Context: an optimization exercise on an open-source flow, tuned for small area. The choices shown serve that exercise and are no tape-out recipe.
Function was checked by simulation only, so behaviour that the tests miss may differ from the original.
Power and IR drop assume default switching activity.

## flow/run.sh

```bash
#!/bin/bash
# synth_recipe.tcl (not shown) runs the flow's synth.tcl, then flattens the netlist and writes it again
# the make line also repeats each setting of config.mk as NAME=value (left out here)
make -C /OpenROAD-flow-scripts/flow DESIGN_CONFIG=/design/flow/config.mk WORK_HOME=/design/flow/orfs CLKGATE_MAP_FILE= SYNTH_SCRIPT=/design/flow/synth_recipe.tcl finish
```

## flow/config.mk

```make
export PLATFORM = sky130hd
export DESIGN_NAME = regfile_ckpt
export DESIGN_NICKNAME = regfile_ckpt
export VERILOG_FILES = /design/flow/design.v
export SDC_FILE = /design/flow/constraint.sdc
export NUM_CORES = 4
export LEC_CHECK = 0
export CAP_MARGIN = 20
export CORE_MARGIN = 2
export CORE_UTILIZATION = 40
export SLEW_MARGIN = 20
```

## flow/constraint.sdc

```tcl
create_clock -name core_clock -period 6.0 [get_ports {clk}]
set_input_delay 1.2000 -clock core_clock [delete_from_list [all_inputs] [get_ports {clk}]]
set_output_delay 1.2000 -clock core_clock [all_outputs]
set_load 0.01 [all_outputs]
```

## flow/design.v

```verilog
module regfile_ckpt #(
   parameter int               WIDTH        = 32,
   parameter int               NUM_REGS     = 8,
   parameter int               SEL_W        = 3,
   parameter logic [WIDTH-1:0] RESET_EIP    = '0,
   parameter logic [WIDTH-1:0] RESET_EFLAGS = WIDTH'(2)
) (
   input  logic                      clk,
   input  logic                      rst_n,
   input  logic                      en,
   input  logic                      wr0_en,
   input  logic [SEL_W-1:0]          wr0_sel,
   input  logic [WIDTH-1:0]          wr0_data,
   input  logic                      wr1_en,
   input  logic [SEL_W-1:0]          wr1_sel,
   input  logic [WIDTH-1:0]          wr1_data,
   input  logic [WIDTH-1:0]          next_eip,
   input  logic [WIDTH-1:0]          next_eflags,
   input  logic                      ckpt_req,
   input  logic                      restore_req,
   input  logic                      ret_load,
   input  logic [31:0]               ret_load_val,
   input  logic [SEL_W-1:0]          rd0_sel,
   output logic [WIDTH-1:0]          rd0_data,
   input  logic [SEL_W-1:0]          rd1_sel,
   output logic [WIDTH-1:0]          rd1_data,
   output logic [NUM_REGS*WIDTH-1:0] gpr_flat,
   output logic [WIDTH-1:0]          eip,
   output logic [WIDTH-1:0]          eflags,
   output logic [31:0]               retired,
   output logic                      ckpt_valid,
   output logic                      restore_err
);
   typedef enum logic {IDLE, ARMED} state_t;
   state_t           state;
   logic [WIDTH-1:0] gpr    [NUM_REGS];
   logic [WIDTH-1:0] ck_gpr [NUM_REGS];
   logic [WIDTH-1:0] ck_eip;
   logic [WIDTH-1:0] ck_eflags;
   logic [31:0]      ck_ret;
   logic [31:0]      ret_cnt;
   logic             do_restore;
   assign do_restore = restore_req && (state == ARMED);
   assign retired    = ret_cnt;
   always_ff @(posedge clk or negedge rst_n) begin
      if (!rst_n) begin
         for (int i = 0; i < NUM_REGS; i++) begin
            gpr[i]    <= '0;
            ck_gpr[i] <= '0;
         end
         eip         <= RESET_EIP;
         eflags      <= RESET_EFLAGS;
         ret_cnt     <= '0;
         ck_eip      <= RESET_EIP;
         ck_eflags   <= RESET_EFLAGS;
         ck_ret      <= '0;
         state       <= IDLE;
         ckpt_valid  <= 1'b0;
         restore_err <= 1'b0;
      end else begin
         restore_err <= restore_req && (state == IDLE);
         if (do_restore) begin
            for (int i = 0; i < NUM_REGS; i++) begin
               gpr[i] <= ck_gpr[i];
            end
            eip        <= ck_eip;
            eflags     <= ck_eflags;
            ret_cnt    <= ck_ret;
            state      <= IDLE;
            ckpt_valid <= 1'b0;
         end else begin
            if (ckpt_req && !restore_req) begin
               for (int i = 0; i < NUM_REGS; i++) begin
                  ck_gpr[i] <= gpr[i];
               end
               ck_eip     <= eip;
               ck_eflags  <= eflags;
               ck_ret     <= ret_cnt;
               state      <= ARMED;
               ckpt_valid <= 1'b1;
            end
            if (en) begin
               for (int i = 0; i < NUM_REGS; i++) begin
                  if (wr0_en && (wr0_sel == SEL_W'(i))) begin
                     gpr[i] <= wr0_data;
                  end else if (wr1_en && (wr1_sel == SEL_W'(i))) begin
                     gpr[i] <= wr1_data;
                  end
               end
               eip     <= next_eip;
               eflags  <= next_eflags;
               ret_cnt <= ret_cnt + 32'd1;
            end
            if (ret_load) begin
               ret_cnt <= ret_load_val;
            end
         end
      end
   end
   always_comb begin
      rd0_data = '0;
      rd1_data = '0;
      for (int i = 0; i < NUM_REGS; i++) begin
         if (rd0_sel == SEL_W'(i)) rd0_data = gpr[i];
         if (rd1_sel == SEL_W'(i)) rd1_data = gpr[i];
      end
   end
   for (genvar g = 0; g < NUM_REGS; g++) begin : g_flat
      assign gpr_flat[g*WIDTH +: WIDTH] = gpr[g];
   end
endmodule
```

==> impl_metrics.tcl <==
set metrics [dict create \
    clk_pin_slew_ns 0.06 \
    crit_arrival_ns 4.08 \
    required_ns 4.80 \
    yosys.area.top_type_share 0.471 \
    clkLatencyLatePin_ns 0.65 \
    finalHoldViolCount 0 \
    cts_setup_buffers 0 \
    clkSinkCount 706 \
    worst_pin_slew_ns 1.05 \
    rrSetupSlack_ns 3.44 \
    critPathSlowestCell "clkdlybuf4s50_1" \
    grt_max_degree 183 \
    ir_drop_mv 0.215 \
    grt_pass1_wl_mm 202 \
    syn_nets 3725 \
    yosysUniqueCellTypes 61 \
    cts_buffers 82 \
    synth_seq_cells 706 \
    synth.avg_cell_area_um2 10.5 \
    initial_core_util 0.402 \
    wl_mm 138 \
    fin_skew_ns 0.0244 \
    grt_usage 0.283 \
    cts-root-buf "clkbuf_16" \
    drive_gt1_frac 0.200 \
    total_power_mw 17.4 \
    slew_headroom 0.296 \
    rsz0062_at_grt "false" \
    portBuffers 597 \
    die_x_um 310 \
    power_leakage_nw 19.8 \
    path_max_fanout 29 \
    syn_inst 3544 \
    cp-start-kind "input port" \
    synth_most_common_cell "dfrtp_1" \
    drv_cap 0 \
    fin_nets 4124 \
    setup_slack_ns 0.722 \
    io_pins 598 \
    async_flop_share 1.00 \
    synth-edff-count 0 \
    firstDrtPassIters 6 \
    routedWlPerCell_um 26.2 \
    grt-busiest-layer "met2" \
    fin_crit_sh 0.880 \
    timing.setup.tns_ns 0 \
    outcome "finished clean" \
    coreArea_um2 92900 \
    gr-usage-met1 0.386 \
    dpl.hpwl_mm 90.6 \
    initialDrtViolationCount 2899 \
    grt_use_met3 0.0792 \
    place_inst 5113 \
    final-setup-viol-count 0 \
    drc 0 \
    pre_cts_ws_ns 0.844 \
    cts_hold_buf 0 \
    via_per_inst 5.73 \
    synthesis.area_um2 37400 \
    cts.repair.resized 0 \
    cts_tree "built" \
    synth-seq-area-share 0.473 \
    clock.fmax_mhz 189 \
    vias 30200 \
    gp_congestion 0.924 \
    cts_buffer_depth 3 \
    period_needed_ns 5.28 \
    num_rows 112 \
    die_y_um 310 \
    slew_violations 0 \
    gr-usage-met2 0.424 \
    yosysWarnings 3 \
    finalNonFillerCells 5275 \
    synth.largest_area_cell "dfrtp_1" \
    grt_overflow_total 0 \
    dpl_cell_area_um2 44200 \
    ys_top_cells_by_area "dfrtp_1 47%, mux2_2 16%, mux2i_1 11%" \
    p_per_area_nw_per_um2 370 \
    crit_chain "buf_2 -> inv_2 -> nand2_1 -> o22ai_1 -> a21oi_1 -> o21ai_0 -> clkdlybuf4s50_1" \
    ys_top_cells_by_count "704 x dfrtp_1, 540 x mux2_2, 441 x o21ai_0, 434 x nand2_1, 398 x mux2i_1" \
    worstSetupPathType "in2out" \
    htreeDepth 3 \
    syn_to_final_growth_pct 26.0 \
    end_kind "output port" \
    synth_ff_type "dfrtp_1" \
    antenna_found_initial 13 \
    stdcell_area_um2 47100 \
    critical_path.max_stage_delay_ns 0.67 \
    grt_pass1_vias 29500 \
    dieArea_um2 95900 \
    hold_path.class "reg2reg" \
    ant_nets 0 \
]
area by class of cell:
type	count	area, µm²
fillers	8351	45800
inverters	25	93.8
flip-flops and latches	706	17700
well taps	1254	1570
clock buffers	117	2370
repair buffers	658	6580
multi-input cells	2470	18300
diodes	13	32.5
clock inverters	32	509
sequential cells by signal, indices dropped and copies added (netlist names):
| register | cells |
|---|---|
| restore_err | 1 |
| ckpt_valid | 1 |
| gpr | 256 |
| ck_eflags | 32 |
| eip | 32 |
| ck_gpr | 256 |
| ck_eip | 32 |
| ck_ret | 32 |
| ret_cnt | 32 |
| eflags | 32 |
worst paths after layout:
path / start / to / depth (start not counted)
min reg2reg: ck_eflags[26]$_DFFE_PN0P_ / eflags[26]$_DFFE_PN0P_ / 2
max reg2reg: ckpt_valid$_DFFE_PN0P_ / gpr[3][9]$_DFFE_PN0P_ / 4
min in group asynchronous: rst_n / eip[17]$_DFFE_PN0P_ / 1
max in group asynchronous: rst_n / ck_gpr[1][18]$_DFFE_PN0P_ / 2
min: ck_eflags[26]$_DFFE_PN0P_ / eflags[26]$_DFFE_PN0P_ / 2
max: rd1_sel[0] / rd1_data[1] / 7
power by group:
group	switching [mW]	leakage, nW	internal, mW
clock network	2.12	1.40	3.20
logic	1.98	9.81	2.55
registers	1.53	8.59	6.03
total	5.63	19.8	11.8
cell usage in the layout (no fill, tap or decap), types with 16 or more instances in the layout:
| master | count |
|---|---|
| nand3_1 | 22 |
| a21oi_1 | 168 |
| o221ai_1 | 22 |
| a221oi_1 | 26 |
| inv_1 | 22 |
| nand4_1 | 18 |
| mux2_2 | 540 |
| nand2_1 | 429 |
| dfrtp_1 | 704 |
| mux4_2 | 20 |
| clkbuf_1 | 16 |
| nor2_1 | 154 |
| clkbuf_16 | 82 |
| clkbuf_8 | 19 |
| buf_4 | 51 |
| mux2i_1 | 398 |
| clkdlybuf4s50_1 | 588 |
| a22oi_1 | 61 |
| o21ai_0 | 441 |
per-layer routing:
| metal | part of all wire | vias up |
|---|---|---|
| li1 | - | 13500 |
| met1 | 0.43 | 15100 |
| met2 | 0.44 | 1315 |
| met3 | 0.093 | 246 |
| met5 | 0 | - |
| met4 | 0.037 | 0 |
stage by stage:
stage                     hold WS, ns  utilization
final                           0.464        0.507
after detailed placement        0.463        0.475
after floorplan                 0.445            -
after global placement          0.454        0.475
after CTS                       0.475        0.506
after global routing            0.496        0.507
worst max-delay path: cells and delay by family:
family	cells	cell delay (ns)
AOI/OAI and AO/OA	3	0.91
buffers and inverters	3	1.35
and+or+nand+nor	1	0.61
logic make-up (layout without fill, tap and decap cells):
family / Yosys count / in the layout / share of synthesized area
multiplexers: 958 / 958 / 0.281
AO/OA/AOI/OAI: 788 / 788 / 0.120
flip-flops: 706 / 706 / 0.473
AND/OR/NAND/NOR: 700 / 700 / 0.0786
buffers and inverters: 368 / 832 / 0.0418
XOR/XNOR: 23 / 23 / 0.00539
adder cells (fa/ha/maj): 1 / 1 / 0.000335
other: 0 / 13 / 0

afterwards: timing with drivers on the ports:
The flow's constraints put no driver on any port. The routed layout listed below was extracted and timed again, unchanged, in two steps.
Step 1 (the two cells are an assumption about what drives the block):
set clk [get_ports {clk}]
set_driving_cell -lib_cell sky130_fd_sc_hd__clkbuf_16 $clk
set_driving_cell -lib_cell sky130_fd_sc_hd__buf_2 [delete_from_list [all_inputs] $clk]
Step 2 times the ports against the registers' clock, not the clock port: input delays grow and output delays shrink by t, the midpoint of the rising clock arrivals with the driver on.
Three values: ideal, step 1, step 2; two values: the first two.
shift t [ns]: 0.712
slack for setup (ns): 0.722 / 0.650 / 0.650
cell pins on the clock port's net: 1
After both steps setup and hold are still met in this run. For this run, drivers alone change the setup slack by -0.072 ns; drivers and shift together by -0.072 ns.
